Context: an optimization exercise on an open-source flow, tuned for small area, a short achievable clock period and few clock cycles per item. The choices shown serve that exercise and are no tape-out recipe.
In this exercise RTL edits were held to simulation tests only and were not proved equivalent to the original.

==> flow/design.v (excerpt) <==
module rgb_luma_range_compress_top (
  input  wire logic        clk,
  input  wire logic        rst_n,
  input  wire logic        in_tvalid,
  output logic             in_tready,
  input  wire logic [23:0] in_tdata,
  output logic             out_tvalid,
  input  wire logic        out_tready,
  output logic [23:0]      out_tdata
);
  function automatic logic [1:0] fa(input logic a, input logic b, input logic c); fa = {(a & b) | (a & c) | (b & c), a ^ b ^ c}; endfunction
  logic n1;
  logic n2;
  logic n3;
  logic n4;
  logic n5;
  logic n6;
  logic n7;
  logic n8;
  logic n9;
  logic n10;
  logic n11;
  logic n12;
  logic n13;
  logic n14;
  logic n15;
  logic n16;
  logic n17;
  logic n18;
  logic n19;
  logic n20;
  logic n21;
  logic n22;
  logic n23;
  logic n24;
  logic n25;
  logic n26;
  logic n27;
  logic n28;
  logic n29;
  logic n30;
  logic n31;
  logic n32;
  logic n33;
  logic n34;
  logic n35;
  logic n36;
  logic n37;
  logic n38;
  logic n39;
  logic n40;
  logic n41;
  logic n42;
  logic n43;
  logic n44;
  logic n45;
  logic n46;
  logic n47;
  logic n48;
  logic n49;
  logic n50;
  logic n51;
  logic n52;
  logic n53;
  logic n54;
  logic n55;
  logic n56;
  logic n57;
  logic n58;
  logic n59;
  logic n60;
  logic n61;
  logic n62;
  logic n63;
  logic n64;
  logic n65;
  logic n66;
  logic n67;
  logic n68;
  logic n69;
  logic n70;
  logic n71;
  logic n72;
  logic n73;
  logic n74;
  logic n75;
  logic n76;
  logic n77;
  logic n78;
  logic n79;
  logic n80;
  logic n81;
  logic n82;
  logic n83;
  logic n84;
  logic n85;
  logic n86;
  logic n87;
  logic n88;
  logic n89;
  logic n90;
  logic n91;
  logic n92;
  logic n93;
  logic n94;
  logic n95;
  logic n96;
  logic n97;
  logic n98;
  logic n99;
  logic n100;
  logic n101;
  logic n102;
  logic n103;
  logic n104;
  logic n105;
  logic n106;
  logic n107;
  logic n108;
  logic n109;
  logic n110;
  logic n111;
  logic n112;
  logic n113;
  logic n114;
  ...
For scale: about 990 cells after synthesis, roughly 110 flip-flops, ~54 I/O pins, ~11,000 sq um of cells after synthesis.
clock: 7.0 ns
lec_check: 0
cap_margin: 20
core_margin: 2
core_utilization: 40
place_density: 0.75
setup_slack_margin: 2.4
slew_margin: 20
standard.sh (not shown) runs the stock make flow with config.mk's settings and CLKGATE_MAP_FILE= SYNTH_SCRIPT=/design/flow/synth_recipe.tcl, a recipe that flattens the netlist after the stock synthesis.
==> flow/flow/run.sh <==
#!/bin/bash
# Own layout flow: the standard ORFS flow (standard.sh) with three synthesis changes.
#  1. Yosys's "synth -run fine:" runs with -noabc, so the full adders that the RTL writes
#     through its function fa() reach extract_fa as written.
#  2. extract_fa only looks at the cells made from fa() (selected by their source line),
#     so the carry-propagate adders and the rest stay plain logic for ABC.
#  3. If flow/abc.script exists, ABC maps the logic with it instead of ORFS's script.
#  4. Half-adder cells are don't-use (dontuse.txt: the platform's list plus
#     sky130_fd_sc_hd__ha_*), so only full adders are extracted.
# Registers, their names and their cell types are those of the standard synthesis.
# make's output goes to make.log here; ORFS writes each step's log under orfs/logs.
set -euo pipefail
W=$PWD
LINE=$(grep -n 'function automatic logic \[1:0\] fa(' design.v | head -1 | cut -d: -f1)
{
  echo 'proc synth {args} {'
  echo '  if {[lsearch -exact $args "fine:"] >= 0} {'
  echo '    yosys synth -nofsm -noshare -noabc {*}$args'
  echo '  } else {'
  echo '    yosys synth -nofsm -noshare {*}$args'
  echo '  }'
  echo '}'
  if [[ -n "$LINE" ]]; then
    echo "proc extract_fa {args} { yosys extract_fa {*}\$args a:src=*design.v:$LINE.* }"
  fi
  if [[ -f flow/abc.script ]]; then
    # ABC runs flow/abc.script in place of the ORFS script (same arguments otherwise)
    echo "proc abc {args} { set i [lsearch -exact \$args -script]; if {\$i >= 0} { lset args [expr {\$i+1}] $W/flow/abc.script }; yosys abc {*}\$args }"
  fi
  tail -n +2 synth_recipe.tcl
} > my_synth.tcl
sed -e "s#SYNTH_SCRIPT=[^ ]*#SYNTH_SCRIPT=$W/my_synth.tcl#" standard.sh > my_standard.sh
DU="$(cat flow/dontuse.txt)"
EXTRA=()
if [[ -f flow/extra.mk ]]; then
  while read -r line; do [[ -n "$line" ]] && EXTRA+=("$line"); done < flow/extra.mk
fi
bash my_standard.sh "DONT_USE_CELLS=$DU" "${EXTRA[@]}" finish > make.log 2>&1
==> flow/flow/extra.mk <==
BUFFER_PORTS_ARGS=-buffer_cell sky130_fd_sc_hd__buf_1
Other scripts of this flow, unchanged in this note and not shown: flow/flow/abc.script, flow/flow/dontuse.txt
Testbench counts at the start, summed over its fixed seeds: cycles 16,032, items 16,000.
Next try:
- PLACE_DENSITY: 0.75 -> not set
The changed run went through all stages and came out clean.
Hold slack got worse by 0.011 ns.
Area after synthesis is unchanged.
Worst setup slack improved by 0.065 ns.
Non-clock buffer count came out lower by 2.
Global-route usage came out higher by 0.84 points.
First-iteration DRC count came out lower by 1.1%.
Final area came out lower by 0.37%.
Core utilization came out lower by 0.17 points.
Next try:
- SETUP_SLACK_MARGIN: 2.4 -> not set
removed: flow/flow/extra.mk
Worst setup slack got worse by 0.36 ns.
Critical path depth goes up by 1.
Synthesized cell count does not change.
Routed wire length went down by 4.5%.
Next try:
==> flow/flow/extra.mk (new file) <==
BUFFER_PORTS_ARGS=-buffer_cell sky130_fd_sc_hd__buf_1
- CTS_BUF_LIST: not set -> sky130_fd_sc_hd__clkbuf_8 sky130_fd_sc_hd__clkbuf_4
- CTS_CLUSTER_DIAMETER: not set -> 80
- CTS_CLUSTER_SIZE: not set -> 40
After rerunning:
- The new run finished clean
- worst setup slack improves by 0.0072 ns
- synthesized cell count is unchanged
- design area fell by 3.2%
- clock skew rose by 0.011 ns
- via count came out higher by 0.58%
Next try:
- CTS_BUF_LIST: sky130_fd_sc_hd__clkbuf_8 sky130_fd_sc_hd__clkbuf_4 -> not set
- CTS_CLUSTER_DIAMETER: 80 -> not set
- CTS_CLUSTER_SIZE: 40 -> not set
- SETUP_SLACK_MARGIN: not set -> 3.0
removed: flow/flow/extra.mk
The new run passed the timing, DRC and antenna checks.
Setup slack gets better by 0.39 ns.
Worst hold slack gets worse by 0.0071 ns.
Clock-buffer cell count increases by 1.
Non-clock buffer count increases by 130.
Maximum frequency increases by 8.9%.
Flip-flop and latch count stays the same.

========
rgb_luma_range_compress_top again, from the RTL that the note above started with.
Settings: LEC_CHECK=0, CAP_MARGIN=20, CORE_MARGIN=2, CORE_UTILIZATION=40, SETUP_SLACK_MARGIN=2.4, SLEW_MARGIN=20; clock period 7.0 ns.
==> flow/flow/abc.script <==
&get -n
&st
&dc2
&dch
&nf
&put
buffer -c
topo
stime -c
upsize -c
dnsize -c
==> flow/flow/dontuse.txt <==
sky130_fd_sc_hd__probe_p_8 sky130_fd_sc_hd__probec_p_8 sky130_fd_sc_hd__lpflow_bleeder_1 sky130_fd_sc_hd__lpflow_clkbufkapwr_1 sky130_fd_sc_hd__lpflow_clkbufkapwr_16 sky130_fd_sc_hd__lpflow_clkbufkapwr_2 sky130_fd_sc_hd__lpflow_clkbufkapwr_4 sky130_fd_sc_hd__lpflow_clkbufkapwr_8 sky130_fd_sc_hd__lpflow_clkinvkapwr_1 sky130_fd_sc_hd__lpflow_clkinvkapwr_16 sky130_fd_sc_hd__lpflow_clkinvkapwr_2 sky130_fd_sc_hd__lpflow_clkinvkapwr_4 sky130_fd_sc_hd__lpflow_clkinvkapwr_8 sky130_fd_sc_hd__lpflow_decapkapwr_12 sky130_fd_sc_hd__lpflow_decapkapwr_3 sky130_fd_sc_hd__lpflow_decapkapwr_4 sky130_fd_sc_hd__lpflow_decapkapwr_6 sky130_fd_sc_hd__lpflow_decapkapwr_8 sky130_fd_sc_hd__lpflow_inputiso0n_1 sky130_fd_sc_hd__lpflow_inputiso0p_1 sky130_fd_sc_hd__lpflow_inputiso1n_1 sky130_fd_sc_hd__lpflow_inputiso1p_1 sky130_fd_sc_hd__lpflow_inputisolatch_1 sky130_fd_sc_hd__lpflow_isobufsrc_1 sky130_fd_sc_hd__lpflow_isobufsrc_16 sky130_fd_sc_hd__lpflow_isobufsrc_2 sky130_fd_sc_hd__lpflow_isobufsrc_4 sky130_fd_sc_hd__lpflow_isobufsrc_8 sky130_fd_sc_hd__lpflow_isobufsrckapwr_16 sky130_fd_sc_hd__lpflow_lsbuf_lh_hl_isowell_tap_1 sky130_fd_sc_hd__lpflow_lsbuf_lh_hl_isowell_tap_2 sky130_fd_sc_hd__lpflow_lsbuf_lh_hl_isowell_tap_4 sky130_fd_sc_hd__lpflow_lsbuf_lh_isowell_4 sky130_fd_sc_hd__lpflow_lsbuf_lh_isowell_tap_1 sky130_fd_sc_hd__lpflow_lsbuf_lh_isowell_tap_2 sky130_fd_sc_hd__lpflow_lsbuf_lh_isowell_tap_4  sky130_fd_sc_hd__ha_1 sky130_fd_sc_hd__ha_2 sky130_fd_sc_hd__ha_4
==> flow/flow/extra.mk <==
BUFFER_PORTS_ARGS=-buffer_cell sky130_fd_sc_hd__buf_1
Scripts as last shown in full above: flow/flow/run.sh
Testbench counts at the start, summed over its fixed seeds: cycles 16,032, items 16,000.
Edit:
==> flow/flow/abc.script (replaced) <==
&get -n
&st
&dch
&nf
&put
buffer -c
topo
stime -c
upsize -c
dnsize -c
- CAP_MARGIN: 20 -> 5
- SLEW_MARGIN: 20 -> 5
Via count increases by 3.8%.
Die area rose by 2.8%.
Global-route usage falls by 0.42 points.
Worst setup slack gets better by 280 ps.
Edit:
- CAP_MARGIN: 5 -> 20
- SETUP_SLACK_MARGIN: 2.4 -> 2.0
- SLEW_MARGIN: 5 -> 20
removed: flow/flow/extra.mk
Outcome:
- The changed run ran to the end with no violations
- synthesized area does not change
- clock-buffer cell count climbs by 1
- routed wire length drops by 4.2%
- register-to-register slack is worse by 250 ps

==> afterwards: timing with drivers on the ports <==
No port has a modelled driver above. Below, the same layouts with a new extraction and two added sets of constraints.
Step 1 assumes that a clkbuf_16 drives the clock port and a buf_2 every other input.
Step 2 times the ports against the registers' clock, not the clock port: input delays grow and output delays shrink by t, the midpoint of the rising clock arrivals with the driver on.
Slacks: ideal ports / drivers / drivers and shift; pairs: ideal ports / drivers.
| run | shift t [ns] | slack for setup (ns) | slew at the worst register clock pin (ns) | worst data-port slew with drivers (ns) | cell pins on the clock port's net |
|---|---|---|---|---|---|
| the first run of note 1 | 0.396 | 2.522 / 2.522 / 2.522 | 0.09 / 0.09 | 0.03 | 1 |
| the second run of note 1 | 0.392 | 2.588 / 2.588 / 2.588 | 0.08 / 0.08 | 0.03 | 1 |
| the third run of note 1 | 0.396 | 2.229 / 2.229 / 2.229 | 0.08 / 0.08 | 0.03 | 1 |
| the fourth run of note 1 | 0.427 | 2.236 / 2.236 / 2.236 | 0.13 / 0.13 | 0.03 | 1 |
| the fifth run of note 1 | 0.395 | 2.625 / 2.625 / 2.625 | 0.08 / 0.08 | 0.03 | 1 |
| the first run of note 2 | 0.404 | 2.311 / 2.311 / 2.311 | 0.09 / 0.09 | 0.04 | 1 |
| the second run of note 2 | 0.392 | 2.588 / 2.588 / 2.588 | 0.08 / 0.08 | 0.03 | 1 |
| the third run of note 2 | 0.398 | 2.333 / 2.333 / 2.333 | 0.08 / 0.08 | 0.03 | 1 |
After both steps every run listed still meets setup and hold.
